This design comes from an exercise in tuning for small area on the open sky130 flow, not from production work. The RTL was checked by simulation tests, not by an equivalence proof against the original design. Power figures rest on the tool's default switching activity, not on a simulated workload.

`design/flow/flow/run.sh`:
```
#!/bin/bash
# Own flow: the standard layout (standard.sh), with
#  - synthesis mapping the logic for area (my_synth.tcl, area.abc),
#  - port buffers of the smallest buffer cell,
#  - clock tree synthesis without dummy loads.
# Every tool's output goes to a log file in this folder.
set -euo pipefail
here=$(pwd)
export MY_ABC_SCRIPT=$here/flow/area.abc
bash standard.sh \
  SYNTH_SCRIPT=$here/flow/my_synth.tcl \
  "BUFFER_PORTS_ARGS=-buffer_cell sky130_fd_sc_hd__buf_1" \
  "CTS_ARGS=-sink_clustering_enable -repair_clock_nets -dont_use_dummy_load -buf_list sky130_fd_sc_hd__clkbuf_8 -sink_clustering_size 12 -sink_clustering_max_diameter 50" \
  finish > $here/flow_make.log 2>&1
```
`design/flow/flow/area.abc`:
```
strash
&get -n
&nf -R 1000
&put
```
`design/flow/flow/my_synth.tcl`:
```
# The standard synthesis (synth_recipe.tcl), except that Yosys's abc step
# maps the logic with the area-oriented ABC script in area.abc.
proc synth {args} { yosys synth -nofsm -noshare {*}$args }
proc abc {args} {
  set i [lsearch -exact $args -script]
  if { $i >= 0 } {
    lset args [expr { $i + 1 }] $::env(MY_ABC_SCRIPT)
  }
  yosys abc {*}$args
}
source $::env(SCRIPTS_DIR)/synth.tcl
# left out here: clear keep_hierarchy, flatten, clean up, hide names made inside functions, write 1_2_yosys.v
```
`design/flow/standard.sh`:
```
#!/bin/bash
# synth_recipe.tcl (not shown) runs the flow's synth.tcl, then flattens the netlist and writes it again
# the make line also repeats each setting of config.mk as NAME=value (left out here)
make -C /OpenROAD-flow-scripts/flow DESIGN_CONFIG=/design/flow/config.mk WORK_HOME=/design/flow/orfs CLKGATE_MAP_FILE= SYNTH_SCRIPT=/design/flow/synth_recipe.tcl "${@:-finish}"
```
`design/flow/config.mk`:
```
export PLATFORM = sky130hd
export DESIGN_NAME = id_stage
export DESIGN_NICKNAME = id_stage
export VERILOG_FILES = /design/flow/design.v
export SDC_FILE = /design/flow/constraint.sdc
export NUM_CORES = 4
export LEC_CHECK = 0
export CAP_MARGIN = 5
export CORE_MARGIN = 2
export CORE_UTILIZATION = 55
export PLACE_DENSITY = 0.65
export SLEW_MARGIN = 5
```
`design/flow/constraint.sdc`:
```
create_clock -name core_clock -period 7.5 [get_ports {CLK}]
set_input_delay 1.5000 -clock core_clock [delete_from_list [all_inputs] [get_ports {CLK}]]
set_output_delay 1.5000 -clock core_clock [all_outputs]
set_load 0.01 [all_outputs]
```
`design/flow/design.v`:
```
module id_stage #(
   parameter int WORD_WIDTH = 32,
   parameter int REG_COUNT  = 32,
   parameter int CNT_WIDTH  = 16
) (
   input  logic                  CLK,
   input  logic                  RST_N,
   input  logic [WORD_WIDTH-1:0] IR_in,
   input  logic [WORD_WIDTH-1:0] PC4_in,
   input  logic                  IF_valid,
   input  logic                  flush,
   input  logic                  RegWrite_WB,
   input  logic [4:0]            WriteReg_WB,
   input  logic [WORD_WIDTH-1:0] WriteData_WB,
   input  logic                  MemRead_EX,
   input  logic [4:0]            Rt_EX,
   output logic [WORD_WIDTH-1:0] A_0,
   output logic [WORD_WIDTH-1:0] B_0,
   output logic [5:0]            Out31_26_0,
   output logic [5:0]            Out5_0_0,
   output logic [4:0]            Out25_21_0,
   output logic [4:0]            Out20_16_0,
   output logic [4:0]            Out15_11_0,
   output logic [4:0]            Out10_6_0,
   output logic [WORD_WIDTH-1:0] PC4_out,
   output logic                  valid_out,
   output logic                  stall,
   output logic [CNT_WIDTH-1:0]  stall_cnt
);
   logic [WORD_WIDTH-1:0] ir_q, ir_d;
   logic [WORD_WIDTH-1:0] pc4_q, pc4_d;
   logic                  valid_q, valid_d;
   logic [CNT_WIDTH-1:0]  cnt_q, cnt_d;
   logic [WORD_WIDTH-1:0] rf_q [1:REG_COUNT-1];
   logic [REG_COUNT-1:1]  wr_q;
   logic [5:0]            opcode, funct;
   logic [4:0]            rs, rt, rd, shamt;
   logic                  uses_rt;
   logic [REG_COUNT-1:1]  we;
   logic [REG_COUNT-1:1]  sel_a, sel_b;
   logic                  byp_a, byp_b;
   assign opcode = ir_q[31:26];
   assign rs     = ir_q[25:21];
   assign rt     = ir_q[20:16];
   assign rd     = ir_q[15:11];
   assign shamt  = ir_q[10:6];
   assign funct  = ir_q[5:0];
   assign uses_rt = (opcode == 6'd0) | (opcode == 6'd4) |
                    (opcode == 6'd5) | (opcode == 6'd43);
   assign stall = valid_q & MemRead_EX & (Rt_EX != 5'd0) &
                  ((Rt_EX == rs) | (uses_rt & (Rt_EX == rt)));
   for (genvar i = 1; i < REG_COUNT; i++) begin : g_sel
      assign we[i]    = RegWrite_WB & (WriteReg_WB == i);
      assign sel_a[i] = wr_q[i] & (rs == i);
      assign sel_b[i] = wr_q[i] & (rt == i);
   end
   logic [WORD_WIDTH-1:0] rd_a, rd_b;
   logic [WORD_WIDTH-1:0] grp_a [0:10];
   logic [WORD_WIDTH-1:0] grp_b [0:10];
   always_comb begin
      for (int k = 0; k < 11; k++) begin
         grp_a[k] = '0;
         grp_b[k] = '0;
         for (int j = 1; j <= 3; j++) begin
            if (3 * k + j < REG_COUNT) begin
               grp_a[k] = grp_a[k] | (rf_q[3 * k + j] & {WORD_WIDTH{sel_a[3 * k + j]}});
               grp_b[k] = grp_b[k] | (rf_q[3 * k + j] & {WORD_WIDTH{sel_b[3 * k + j]}});
            end
         end
      end
      rd_a = ((grp_a[0] | grp_a[1]) | (grp_a[2] | grp_a[3])) |
             ((grp_a[4] | grp_a[5]) | (grp_a[6] | grp_a[7])) |
             ((grp_a[8] | grp_a[9]) | grp_a[10]);
      rd_b = ((grp_b[0] | grp_b[1]) | (grp_b[2] | grp_b[3])) |
             ((grp_b[4] | grp_b[5]) | (grp_b[6] | grp_b[7])) |
             ((grp_b[8] | grp_b[9]) | grp_b[10]);
   end
   logic bsel_a, bsel_b, rsel_a, rsel_b;
   assign byp_a  = RegWrite_WB & (rs != 5'd0) & (WriteReg_WB == rs);
   assign byp_b  = RegWrite_WB & (rt != 5'd0) & (WriteReg_WB == rt);
   assign bsel_a = ~stall & byp_a;
   assign bsel_b = ~stall & byp_b;
   assign rsel_a = ~stall & ~byp_a;
   assign rsel_b = ~stall & ~byp_b;
   assign A_0 = (WriteData_WB & {WORD_WIDTH{bsel_a}}) | (rd_a & {WORD_WIDTH{rsel_a}});
   assign B_0 = (WriteData_WB & {WORD_WIDTH{bsel_b}}) | (rd_b & {WORD_WIDTH{rsel_b}});
   logic hold_en, load_en;
   assign hold_en = ~flush & stall;
   assign load_en = ~flush & ~stall;
   assign ir_d    = (ir_q & {WORD_WIDTH{hold_en}}) | (IR_in & {WORD_WIDTH{load_en}});
   assign pc4_d   = (pc4_q & {WORD_WIDTH{hold_en}}) | (PC4_in & {WORD_WIDTH{load_en}});
   assign valid_d = (valid_q & hold_en) | (IF_valid & load_en);
   always_comb begin
      cnt_d = cnt_q;
      if (stall && !flush && cnt_q != {CNT_WIDTH{1'b1}})
         cnt_d = cnt_q + 1'b1;
   end
   always_ff @(posedge CLK or negedge RST_N) begin
      if (!RST_N) begin
         ir_q    <= '0;
         pc4_q   <= '0;
         valid_q <= 1'b0;
         cnt_q   <= '0;
         wr_q    <= '0;
      end else begin
         ir_q    <= ir_d;
         pc4_q   <= pc4_d;
         valid_q <= valid_d;
         cnt_q   <= cnt_d;
         wr_q    <= wr_q | we;
      end
   end
   logic [REG_COUNT-1:1]  nwe;
   for (genvar i = 1; i < REG_COUNT; i++) begin : g_nwe
      assign nwe[i] = ~(WriteReg_WB[0] == i[0] & RegWrite_WB) |
                      (WriteReg_WB[4:1] != i[4:1]);
   end
   always_ff @(posedge CLK) begin
      for (int i = 1; i < REG_COUNT; i++)
         rf_q[i] <= (WriteData_WB & {WORD_WIDTH{we[i]}}) |
                    (rf_q[i] & {WORD_WIDTH{nwe[i]}});
   end
   assign Out31_26_0 = stall ? '0 : opcode;
   assign Out25_21_0 = stall ? '0 : rs;
   assign Out20_16_0 = stall ? '0 : rt;
   assign Out15_11_0 = stall ? '0 : rd;
   assign Out10_6_0  = stall ? '0 : shamt;
   assign Out5_0_0   = stall ? '0 : funct;
   assign valid_out  = stall ? 1'b0 : valid_q;
   assign PC4_out    = pc4_q;
   assign stall_cnt  = cnt_q;
endmodule
```
==> results by group, run 1 <==
Clocking
  • Worst-path clk slew: ~0.070 ns
  • Sink Count: about 1100
  • Root Buffer: clkbuf_8
  • Setup repair bufs after CTS: 0
  • H-tree depth: 3
  • CTS Hold Bufs: 0
  • Num CTS Buffers: between 100 and 150
  • CTS tree: yes
  • Worst-Skew Late Latency: around 0.76 ns
  • CTS resizes: 0
  • Max clock buf depth: 3

Worst hold path
  • Min-delay src: ir_q[6]
  • Worst Hold Class: flip-flop to flip-flop

Drt
  • Via Count: roughly 44000
  • Final wirelength: just over 200 mm
  • Drt pass-1 iters: 13
  • 1st-iter DRT viols: ~13000
  • # DRC: 0
  • WL/cell: a little under 40 µm
  • Antenna-violating nets left: 0
  • Avg Vias per Cell: approximately 8.7

Timing
  • Worst Clk Skew: about 0.066 ns
  • RSZ-0062 raised after global routing: no
  • Final setup fails: 0
  • Worst-Margin Slew: about 1.3 ns
  • Fmax: about 160 MHz
  • Final hold viol count: 0
  • Tcrit/Tclk final: 0.844
  • Fin. max-slew vios: 0
  • Slew HR: 0.143
  • Worst Hold Slack: between 0.4 and 0.5 ns
  • Setup_tns: 0 ns
  • Worst setup margin: 1.17 ns
  • Period minus WS final: roughly 6.3 ns

Final layout
  • Reg area: 22700 µm²
  • Final Cell Area: about 48000 µm²
  • Fin nets: around 4200
  • Layout cell share with drive strength beyond 1: 0.0803
  • Area delta synth->final: 12.2%
  • Filler cells: roughly 6300
  • Multi-input gate area: a little over 20000 µm²

Worst setup path
  • Slowest cell on crit path: dfrtp_1
  • Worst EP required: roughly 6.0 ns
  • Crit path cell chain: and4b_1 > buf_4 > a222oi_1 > nand4_1 > nor2_1 > nand4_1 > a22o_1 > buf_1
  • Crit path max fanout: 29
  • Worst EP arrival: slightly below 5 ns
  • Critical Path End Type: primary output
  • Cell mode on critical path: nand4_1
  • Worst R2R Start: ir_q[20]
  • Max incr delay on CP: ~0.95 ns
  • Crit Path Class: flip-flop to primary output
  • Crit path from: ir_q[20]
  • Startpoint types: flip-flop

Synthesis
  • Synth cell types: 31
  • Synthesis-stage register bit count: between 1000 and 1500
  • Cells after Synth: about 3500
  • Synth area leader: dfxtp_1
  • Yosys top cell area share: 0.462
  • Mapped Avg Cell Area: roughly 12 µm²
  • Cells taking the most area after synthesis: dfxtp_1 (46%), a22o_1 (23%), a222oi_1 (15%), dfrtp_1 (6.5%), nand4_1 (3.1%)
  • Register area share after synthesis: 0.527
  • Syn. warnings: 4
  • Mapped Nets: 3652
  • Mapped cell area: between 40000 and 50000 µm²

Floorplan
  • Num ports: between 200 and 300
  • Site row count: 102
  • Die H: approximately 280 µm
  • Die Width: approximately 280 µm
  • Initial core utilization: 0.555
  • Die area: 80400 µm²
  • Core ar.: around 77000 µm²

GRT
  • Largest net degree at the start of global routing: 72
  • Met2 Usage GRT: 0.672
  • GRT overflow: 0
  • GRT Util Overall: 0.480
  • Met1 Track Usage GR: 0.599
  • Initial antenna violation count: 14
  • Gr busiest metal: met2
  • First-pass GRT wire length: ~290 mm
  • Vias in the first global route: 42694
  • Met3 Use GR: 0.215

Run
  • Max Cap Viol: 0

Power
  • Worst VDD drop: around 0.16 mV
  • LEAKAGE: roughly 18 nW
  • Power per cell area: between 200 and 300 nW/µm²

Placed design
  • Placed cell area: 46600 µm²
  • Dpl hpwl: 116 mm
  • DP Worst Slack: 1.86 ns
  • IO Port Bufs: between 200 and 300
  • Placer Congestion: slightly below 1

Outcome
  • Status: no timing/DRC/antenna violations
[layout by cell type, fill, tap and decap left out, types with 4 or more instances in the layout]
master       n
buf_4      157
nor2b_1     53
nor2_1      85
and4b_1     16
xnor2_1     16
nor3_1      14
nand3_2     10
and4_1      25
dfxtp_1    992
clkbuf_2    18
and3b_1     12
xor2_1      19
buf_1      238
clkbuf_8   117
and3b_2      6
nor4b_2      9
nor4_1       4
a22o_1    1121
nand4_1    214
or2_0       32
nand2_1     77
nand3_1     11
a222oi_1   640
nand2b_1     4
mux2_1      15
diode_2      6
and3_1      30
dfrtp_1    112
[cell usage after synthesis]
library cell,count
a2111oi_0,1
a21boi_0,1
a21oi_1,1
a222oi_1,640
a22o_1,1121
and2_0,1
and3_1,30
and3b_1,18
and4_1,25
and4b_1,16
clkinv_1,2
dfrtp_1,112
dfxtp_1,992
ha_1,1
mux2_1,15
nand2_1,77
nand2b_1,4
nand3_1,21
nand4_1,214
nor2_1,88
nor2b_1,56
nor3_1,14
nor3b_1,2
nor4_1,6
nor4b_1,9
o211ai_1,2
o21ai_0,2
or2_0,32
or4_1,1
xnor2_1,16
xor2_1,19
[worst max-delay path: cells and delay by family, from the launching register on]
kind	cells	cell delay (ns)
simple gates	4	1.89
flops	1	0.95
buf+inv	2	0.51
compound gates	2	0.71
[state kept, by name, indices dropped and copies added, names as in the netlist]
name,cells
pc4_q,32
cnt_q,16
valid_q,1
ir_q,32
rf_q,992
wr_q,31
[cell families (layout without fill, tap and decap cells)]
family,Yosys count,count (layout),synth area share
buf+inv,2,533,0.000175
other cells,0,6,0
simple gates,614,614,0.0832
fa+ha+maj,1,1,0.000291
mux,15,15,0.00393
flops,1104,1104,0.527
xor+xnor,35,35,0.00713
compound gates,1768,1768,0.378
[worst paths after layout]
| path | endpoint | slack (ns) | cells after the start |
|---|---|---|---|
| max | B_0[26] | 1.17 | 8 |
| min | ir_q[6] | 0.50 | 1 |
| max reg2reg | cnt_q[11] | 3.21 | 8 |
| min reg2reg | ir_q[6] | 0.50 | 1 |
| max in group asynchronous | ir_q[20] | 5.38 | 2 |
| min in group asynchronous | wr_q[3] | 0.79 | 1 |
[metal layers]
metal	part of all wire	wire (µm)
met1	0.35	70800
met2	0.40	81900
met3	0.18	36400
met4	0.069	14100
met5	0.0011	224
[cell type report]
cell class,count,area share
antenna,6,0.000311
tap,1040,0.0270
inverter,2,0.000156
multi-input combinational,2433,0.425
sequential,1104,0.470
clock buffer,117,0.0334
timing repair buffer,414,0.0450
[power by group]
group | leakage [nW] | total, mW | internal (mW) | switching (mW)
registers | 9.67 | 7.92 | 6.98 | 0.935
logic | 7.70 | 1.92 | 0.988 | 0.930
clock network | 0.841 | 3.40 | 1.38 | 2.02
[stage by stage]
step                total power [mW]  std cells   util
floorplan                       8.93       3539      -
global placement                9.64       4993  0.602
detailed placement              9.79       4993  0.602
CTS                             13.1       5110  0.623
global route                    13.6       5112  0.623
finish                          13.2       5116  0.623
==> run 2: changes to the inputs <==
--- a/design/flow/flow/run.sh
+++ b/design/flow/flow/run.sh
@@ -10,5 +10,5 @@
 bash standard.sh \
   SYNTH_SCRIPT=$here/flow/my_synth.tcl \
   "BUFFER_PORTS_ARGS=-buffer_cell sky130_fd_sc_hd__buf_1" \
-  "CTS_ARGS=-sink_clustering_enable -repair_clock_nets -dont_use_dummy_load -buf_list sky130_fd_sc_hd__clkbuf_8 -sink_clustering_size 12 -sink_clustering_max_diameter 50" \
+  "CTS_ARGS=-sink_clustering_enable -repair_clock_nets -dont_use_dummy_load -buf_list sky130_fd_sc_hd__clkbuf_8 -sink_clustering_size 16 -sink_clustering_max_diameter 100" \
   finish > $here/flow_make.log 2>&1
==> run 2 against run 1 <==
Effect of this change: die area unchanged; largest cell class unchanged; global-route usage decreased by 0.13 points; register-to-register slack worse by 0.02 ns; synthesized area stayed put; clock power down 15%; critical endpoint is now B_0[8].
==> results by group, run 2 <==
Outcome
  • Status: no timing/DRC/antenna violations (unchanged)

Worst setup path
  • Startpoint types: flip-flop (unchanged)
  • Critical Path End Type: primary output (unchanged)
  • Crit path max fanout: 29 (unchanged)
  • Cell mode on critical path: nand4_1 (unchanged)
  • Slowest cell on crit path: dfrtp_1 (unchanged)
  • Worst EP required: 6.00 ns (about the same)
  • Crit Path Class: flip-flop to primary output (unchanged)
  • Worst EP arrival: 4.81 ns (was 4.83 ns)
  • Crit path cell chain: and4b_1 > buf_4 > a222oi_1 > nand4_1 > nor2_1 > nand4_1 > a22o_1 > buf_1 (unchanged)
  • Max incr delay on CP: 0.97 ns (was 0.95 ns)

Synthesis
  • Post-Synth XOR/XNOR Area: 0.00713 (unchanged)
  • Cells taking the most area after synthesis: dfxtp_1 (46%), a22o_1 (23%), a222oi_1 (15%), dfrtp_1 (6.5%), nand4_1 (3.1%) (unchanged)
  • Post-synth ARST share: 0.101 (unchanged)
  • Mapped Avg Cell Area: 12.2 µm² (unchanged)
  • Largest family of logic cells by synthesized area: compound AO/OA/AOI/OAI gates (unchanged)
  • Yosys top cell area share: 0.462 (unchanged)
  • Synth cell types: 31 (unchanged)
  • Synth area leader: dfxtp_1 (unchanged)
  • Ys flop type: dfxtp_1 (unchanged)
  • Mux contribution to synthesized area: 0.00393 (unchanged)
  • Post-synthesis compound-gate area fraction: 0.378 (unchanged)
  • Cells after Synth: 3539 (unchanged)
  • Synth top cells by count: a22o_1 (1121), dfxtp_1 (992), a222oi_1 (640) (unchanged)
  • Mapped cell area: 43000 µm² (unchanged)
  • Syn. warnings: 4 (unchanged)
  • Synth Area in Simple Gates: 0.0832 (unchanged)
  • Count leader, synth: a22o_1 (unchanged)
  • Synthesis-stage register bit count: 1104 (unchanged)
  • Mapped Nets: 3652 (unchanged)
  • Register area share after synthesis: 0.527 (unchanged)
  • EDFF count, synth: 0 (unchanged)
  • Adder-cell share of the synthesized area: 0.000291 (unchanged)

Final layout
  • Fin nets: 4147 (was 4185)
  • Max reg flops: 992 (unchanged)
  • Most frequent cells in the layout: a22o_1 (1121), dfxtp_1 (992), a222oi_1 (640), buf_1 (238), nand4_1 (214) (unchanged)
  • Reg with most FFs: rf_q (unchanged)
  • Most common cell after layout, fill and taps aside: a22o_1 (unchanged)
  • Filler cells: 6304 (was 6277)
  • Area delta synth->final: 11.0% (was 12.2%)
  • Layout cell share with drive strength beyond 1: 0.0717 (was 0.0803)
  • Final Cell Area: 47700 µm² (was 48300 µm²)
  • Regs by FF count: rf_q x992, ir_q x32, pc4_q x32 (unchanged)
  • Final core occ: 0.616 (was 0.623)

Timing
  • Tcrit/Tclk final: 0.841 (was 0.844)
  • RSZ-0062 raised after global routing: no (unchanged)
  • Period minus WS final: 6.31 ns (was 6.33 ns)
  • Final setup fails: 0 (unchanged)
  • Worst Hold Slack: 0.498 ns (was 0.495 ns)
  • Setup_tns: 0 ns (unchanged)
  • Fmax: 159 MHz (was 158 MHz)
  • Worst Clk Skew: 0.0618 ns (was 0.0663 ns)
  • Final hold viol count: 0 (unchanged)
  • Worst-Margin Slew: 1.29 ns (about the same)
  • Slew HR: 0.142 (was 0.143)
  • Fin. max-slew vios: 0 (unchanged)

Drt
  • Final wirelength: 203 mm (about the same)
  • 1st-iter DRT viols: 12784 (was 12900)
  • # DRC: 0 (unchanged)
  • WL/cell: 40.0 µm (was 39.8 µm)
  • Avg Vias per Cell: 8.73 (was 8.67)
  • Drt pass-1 iters: 14 (was 13)
  • Via Count: 44335 (was 44332)
  • Antenna-violating nets left: 0 (unchanged)

Floorplan
  • Site row count: 102 (unchanged)
  • Initial core utilization: 0.555 (unchanged)
  • Num ports: 258 (unchanged)
  • Die area: 80400 µm² (unchanged)
  • Core ar.: 77500 µm² (unchanged)
  • Die Width: 284 µm (unchanged)
  • Die H: 284 µm (unchanged)

Power
  • Total Power: 12.7 mW (was 13.2 mW)
  • Worst VDD drop: 0.160 mV (was 0.157 mV)
  • LEAKAGE: 17.9 nW (was 18.2 nW)
  • Power per cell area: 266 nW/µm² (was 274 nW/µm²)

GRT
  • Initial antenna violation count: 15 (was 14)
  • Vias in the first global route: 42236 (was 42694)
  • GRT Util Overall: 0.479 (was 0.480)
  • Largest net degree at the start of global routing: 72 (unchanged)
  • First-pass GRT wire length: 288 mm (was 289 mm)
  • GRT overflow: 0 (unchanged)

Run
  • Max Cap Viol: 0 (unchanged)

Placed design
  • Placed cell area: 46600 µm² (unchanged)
  • Dpl hpwl: 116 mm (unchanged)
  • Placer Congestion: 0.988 (unchanged)
  • IO Port Bufs: 257 (unchanged)

Clocking
  • Sink Count: 1104 (unchanged)
  • Worst-Skew Late Latency: 0.74 ns (was 0.76 ns)
  • CTS Hold Bufs: 0 (unchanged)
  • Num CTS Buffers: 79 (was 117)
  • H-tree depth: 3 (unchanged)
  • Worst-path clk slew: 0.10 ns (was 0.07 ns)
  • CTS tree: yes (unchanged)
  • CTS resizes: 0 (unchanged)
  • Setup repair bufs after CTS: 0 (unchanged)
  • Max clock buf depth: 3 (unchanged)
  • Root Buffer: clkbuf_8 (unchanged)

Worst hold path
  • Worst Hold Class: flip-flop to flip-flop (unchanged)
[run 2: kinds of logic after synthesis]
family	Yosys count
mux	15
fa+ha+maj	1
simple gates	614
compound gates	1768
buf+inv	2
xor+xnor	35
flops	1104
[run 2: final timing paths]
| path | from | to | slack [ns] | cells past startpoint |
|---|---|---|---|---|
| min in group asynchronous | RST_N | wr_q[3] | 0.79 | 1 |
| max | ir_q[20] | B_0[8] | 1.19 | 8 |
| min reg2reg | ir_q[14] | ir_q[14] | 0.50 | 1 |
| min | ir_q[14] | ir_q[14] | 0.50 | 1 |
| max in group asynchronous | RST_N | pc4_q[4] | 5.32 | 2 |
| max reg2reg | ir_q[20] | cnt_q[10] | 3.19 | 8 |
[run 2: layer usage]
metal / part of all wire / track usage / routed length [µm] / up-vias
met2: 0.40 / 0.668 / 81200 / 4660
met1: 0.35 / 0.602 / 70500 / 21388
li1: - / - / - / 17151
met5: 0.00099 / 0.0101 / 201 / -
met3: 0.18 / 0.212 / 36300 / 1116
met4: 0.073 / 0.297 / 14900 / 20
[run 2: cell type report]
cell class                      instances  area (µm²)  area share
Antenna cell                            9        22.5    0.000472
Clock buffer                           79        1090      0.0228
Inverter                                2        7.51    0.000157
Multi-Input combinational cell       2433       20500       0.429
Sequential cell                      1104       22700       0.475
Tap cell                             1040        1300      0.0273
Timing Repair Buffer                  414        2170      0.0454
[run 2: through the flow]
step | setup slack, ns | std cells
finish | 1.19 | 5081
floorplan | 0.426 | 3539
CTS | 1.60 | 5072
global route | 1.30 | 5075
global placement | 1.98 | 4993
detailed placement | 1.86 | 4993
[run 2: where the power goes]
group / switching (mW) / internal, mW / total [mW]
Clock: 1.93 / 0.948 / 2.88
Sequential: 0.935 / 6.98 / 7.91
Combinational: 0.934 / 0.988 / 1.92
Total: 3.80 / 8.91 / 12.7
[run 2: critical path, delay by kind of cell, from the launching register on]
family                 cells  cell delay, ns
AOI/OAI and AO/OA          2            0.72
buffers and inverters      2            0.50
and+or+nand+nor            4            1.85
DFF                        1            0.97
==> run 3: changes to the inputs <==
--- a/design/flow/flow/run.sh
+++ b/design/flow/flow/run.sh
@@ -10,5 +10,5 @@
 bash standard.sh \
   SYNTH_SCRIPT=$here/flow/my_synth.tcl \
   "BUFFER_PORTS_ARGS=-buffer_cell sky130_fd_sc_hd__buf_1" \
-  "CTS_ARGS=-sink_clustering_enable -repair_clock_nets -dont_use_dummy_load -buf_list sky130_fd_sc_hd__clkbuf_8 -sink_clustering_size 16 -sink_clustering_max_diameter 100" \
+  "CTS_ARGS=-sink_clustering_enable -repair_clock_nets -dont_use_dummy_load -buf_list sky130_fd_sc_hd__clkbuf_8 -sink_clustering_size 14 -sink_clustering_max_diameter 70" \
   finish > $here/flow_make.log 2>&1
==> run 3 against run 2 <==
Effect of this change: worst hold slack improved by 0.0021 ns; via count about the same; sequential power about the same; maximum frequency decreased by 0.58%; routed wire length increased by 0.19%; first-iteration DRC count about the same; sequential share of layout area decreased by 0.13 points; critical path depth increased by 1; synthesized cell count unchanged; global-route usage about the same; die area unchanged; critical endpoint is now A_0[26].
==> results by group, run 3 <==
Synthesis
  • Mapped Avg Cell Area: 12.2 µm² (unchanged)
  • EDFF count, synth: 0 (unchanged)
  • Count leader, synth: a22o_1 (unchanged)
  • Register area share after synthesis: 0.527 (unchanged)
  • Mapped cell area: 43000 µm² (unchanged)
  • Synth cell types: 31 (unchanged)
  • Mapped Nets: 3652 (unchanged)
  • Post-synth ARST share: 0.101 (unchanged)
  • Syn. warnings: 4 (unchanged)
  • Cells after Synth: 3539 (unchanged)
  • Cells taking the most area after synthesis: dfxtp_1 (46%), a22o_1 (23%), a222oi_1 (15%), dfrtp_1 (6.5%), nand4_1 (3.1%) (unchanged)
  • Synth area leader: dfxtp_1 (unchanged)
  • Synthesis-stage register bit count: 1104 (unchanged)
  • Synth top cells by count: a22o_1 (1121), dfxtp_1 (992), a222oi_1 (640) (unchanged)
  • Yosys top cell area share: 0.462 (unchanged)
  • Ys flop type: dfxtp_1 (unchanged)

Worst setup path
  • Startpoint types: flip-flop (unchanged)
  • Crit path cell chain: buf_4 > and3b_1 > buf_4 > a222oi_1 > nand4_1 > nor2_1 > nand4_1 > a22o_1 > buf_1 (was and4b_1 > buf_4 > a222oi_1 > nand4_1 > nor2_1 > nand4_1 > a22o_1 > buf_1)
  • Critical Path End Type: primary output (unchanged)
  • Max incr delay on CP: 0.87 ns (was 0.97 ns)
  • Crit Path Class: flip-flop to primary output (unchanged)
  • Worst EP required: 6.00 ns (about the same)
  • Crit path max fanout: 32 (was 29)
  • CP Buf/Inv Count: 3 (was 2)
  • Slowest cell on crit path: dfrtp_1 (unchanged)
  • Worst EP arrival: 4.85 ns (was 4.81 ns)
  • CP top delay family: simple AND/OR/NAND/NOR gates (unchanged)

Floorplan
  • Core ar.: 77500 µm² (unchanged)
  • Die area: 80400 µm² (unchanged)
  • Die Width: 284 µm (unchanged)
  • Site row count: 102 (unchanged)
  • Initial core utilization: 0.555 (unchanged)
  • Num ports: 258 (unchanged)
  • Die H: 284 µm (unchanged)

Power
  • LEAKAGE: 18.0 nW (was 17.9 nW)
  • Total Power: 12.9 mW (was 12.7 mW)
  • Power per cell area: 269 nW/µm² (was 266 nW/µm²)
  • Worst VDD drop: 0.153 mV (was 0.160 mV)

GRT
  • GRT overflow: 0 (unchanged)
  • First-pass GRT wire length: 288 mm (about the same)
  • GRT Util Overall: 0.479 (about the same)
  • Initial antenna violation count: 11 (was 15)
  • Vias in the first global route: 42225 (was 42236)
  • Largest net degree at the start of global routing: 72 (unchanged)

Timing
  • Setup_tns: 0 ns (unchanged)
  • Final hold viol count: 0 (unchanged)
  • RSZ-0062 raised after global routing: no (unchanged)
  • Fin. max-slew vios: 0 (unchanged)
  • Worst-Margin Slew: 1.31 ns (was 1.29 ns)
  • Worst Hold Slack: 0.500 ns (was 0.498 ns)
  • Slew HR: 0.124 (was 0.142)
  • Final setup fails: 0 (unchanged)
  • Worst Clk Skew: 0.0499 ns (was 0.0618 ns)
  • Fmax: 158 MHz (was 159 MHz)
  • Period minus WS final: 6.35 ns (was 6.31 ns)
  • Tcrit/Tclk final: 0.846 (was 0.841)

Clocking
  • CTS resizes: 0 (unchanged)
  • Worst-Skew Late Latency: 0.74 ns (about the same)
  • Setup repair bufs after CTS: 0 (unchanged)
  • Sink Count: 1104 (unchanged)
  • CTS tree: yes (unchanged)
  • H-tree depth: 3 (unchanged)
  • Num CTS Buffers: 89 (was 79)
  • Max clock buf depth: 3 (unchanged)
  • Root Buffer: clkbuf_8 (unchanged)
  • Worst-path clk slew: 0.09 ns (was 0.10 ns)
  • CTS Hold Bufs: 0 (unchanged)

Final layout
  • Reg with most FFs: rf_q (unchanged)
  • Most common cell after layout, fill and taps aside: a22o_1 (unchanged)
  • Fin nets: 4157 (was 4147)
  • Final Non-Filler Cells: 5087 (was 5081)
  • Regs by FF count: rf_q x992, ir_q x32, pc4_q x32 (unchanged)
  • Most frequent cells in the layout: a22o_1 (1121), dfxtp_1 (992), a222oi_1 (640), buf_1 (238), nand4_1 (214) (unchanged)
  • Layout cell share with drive strength beyond 1: 0.0740 (was 0.0717)
  • Area delta synth->final: 11.3% (was 11.0%)
  • Max reg flops: 992 (unchanged)
  • Filler cells: 6318 (was 6304)

Placed design
  • Dpl hpwl: 116 mm (unchanged)
  • Placer Congestion: 0.988 (unchanged)
  • IO Port Bufs: 257 (unchanged)
  • Cells after DPL: 4993 (unchanged)

Drt
  • 1st-iter DRT viols: 12783 (was 12784)
  • Antenna-violating nets left: 0 (unchanged)
  • Drt pass-1 iters: 17 (was 14)
  • # DRC: 0 (unchanged)
  • Via Count: 44359 (was 44335)
  • Final wirelength: 203 mm (about the same)
  • Avg Vias per Cell: 8.72 (was 8.73)
  • WL/cell: 40.0 µm (about the same)

Outcome
  • Status: no timing/DRC/antenna violations (unchanged)

Worst hold path
  • Worst Hold Class: flip-flop to flip-flop (unchanged)

Run
  • Max Cap Viol: 0 (unchanged)
[run 3: cell types whose count changed in the layout (fill, tap and decap cells not counted)]
cell / previous run / this run
diode_2: 9 / 5
clkbuf_8: 79 / 89
[run 3: logic make-up after synthesis]
family                   Yosys count  synth area share
XOR/XNOR                          35           0.00713
flip-flops                      1104             0.527
adder cells (fa/ha/maj)            1          0.000291
multiplexers                      15           0.00393
buffers and inverters              2          0.000175
AO/OA/AOI/OAI                   1768             0.378
AND/OR/NAND/NOR                  614            0.0832
[run 3: power breakdown]
part / total (mW) / switching, mW / internal (mW)
clock network: 3.04 / 1.98 / 1.06
logic: 1.92 / 0.932 / 0.987
registers: 7.91 / 0.934 / 6.98
total: 12.9 / 3.84 / 9.03
[run 3: through the flow]
step	area [µm²]	setup WS, ns	utilization
2_1_floorplan	43000	0.426	-
3_3_place_gp	46600	1.98	0.602
3_5_place_dp	46600	1.86	0.602
4_1_cts	47900	1.64	0.618
5_1_grt	47900	1.31	0.618
6_report	47900	1.15	0.618
[run 3: layout make-up]
| type | instances | area (µm²) | share of cell area |
|---|---|---|---|
| clock buffers | 89 | 1220 | 0.0256 |
| diodes | 5 | 12.5 | 0.000261 |
| repair buffers | 414 | 2170 | 0.0453 |
| well taps | 1040 | 1300 | 0.0272 |
| multi-input cells | 2433 | 20500 | 0.428 |
| inverters | 2 | 7.51 | 0.000157 |
| flip-flops and latches | 1104 | 22700 | 0.473 |
[run 3: per-layer routing]
metal,track usage,vias to the layer above,share of wire
li1,-,17155,-
met1,0.609,21462,0.35
met2,0.674,4646,0.40
met3,0.203,1084,0.18
met4,0.281,12,0.071
met5,0.00417,-,0.00057
[run 3: final timing paths]
| path | from | endpoint | slack (ns) | depth (start not counted) |
|---|---|---|---|---|
| min in group asynchronous | RST_N | wr_q[18] | 0.80 | 1 |
| max reg2reg | ir_q[20] | cnt_q[14] | 3.18 | 8 |
| max | ir_q[25] | A_0[26] | 1.15 | 9 |
| min reg2reg | wr_q[5] | wr_q[5] | 0.50 | 1 |
| max in group asynchronous | RST_N | pc4_q[27] | 5.37 | 2 |
| min | wr_q[5] | wr_q[5] | 0.50 | 1 |

[port drivers added, routing unchanged]
The flow's constraints put no driver on any port. The routed layouts listed below were extracted and timed again, unchanged, in two steps.
Step 1: set_driving_cell puts a clkbuf_16 on CLK and a buf_2 on each other input, an assumption about the parent block.
Step 2, shift: input delay + t, output delay - t, t = (earliest + latest rising clock arrival at the registers) / 2. This alone moves slack from input paths to output paths.
Slacks: ideal / step 1 / step 2; pairs: ideal / step 1.
| run | t, ns | slack for setup (ns) | worst hold slack (ns) | clock arrival spread, ns |
|---|---|---|---|---|
| run 1 | 0.813 | 1.170 / 1.097 / 1.669 | 0.495 / 0.495 / 0.495 | 0.122 / 0.122 |
| run 2 | 0.800 | 1.191 / 1.118 / 1.644 | 0.498 / 0.498 / 0.498 | 0.095 / 0.094 |
| run 3 | 0.794 | 1.154 / 1.085 / 1.636 | 0.500 / 0.500 / 0.500 | 0.086 / 0.085 |
After both steps every run listed still meets setup and hold.
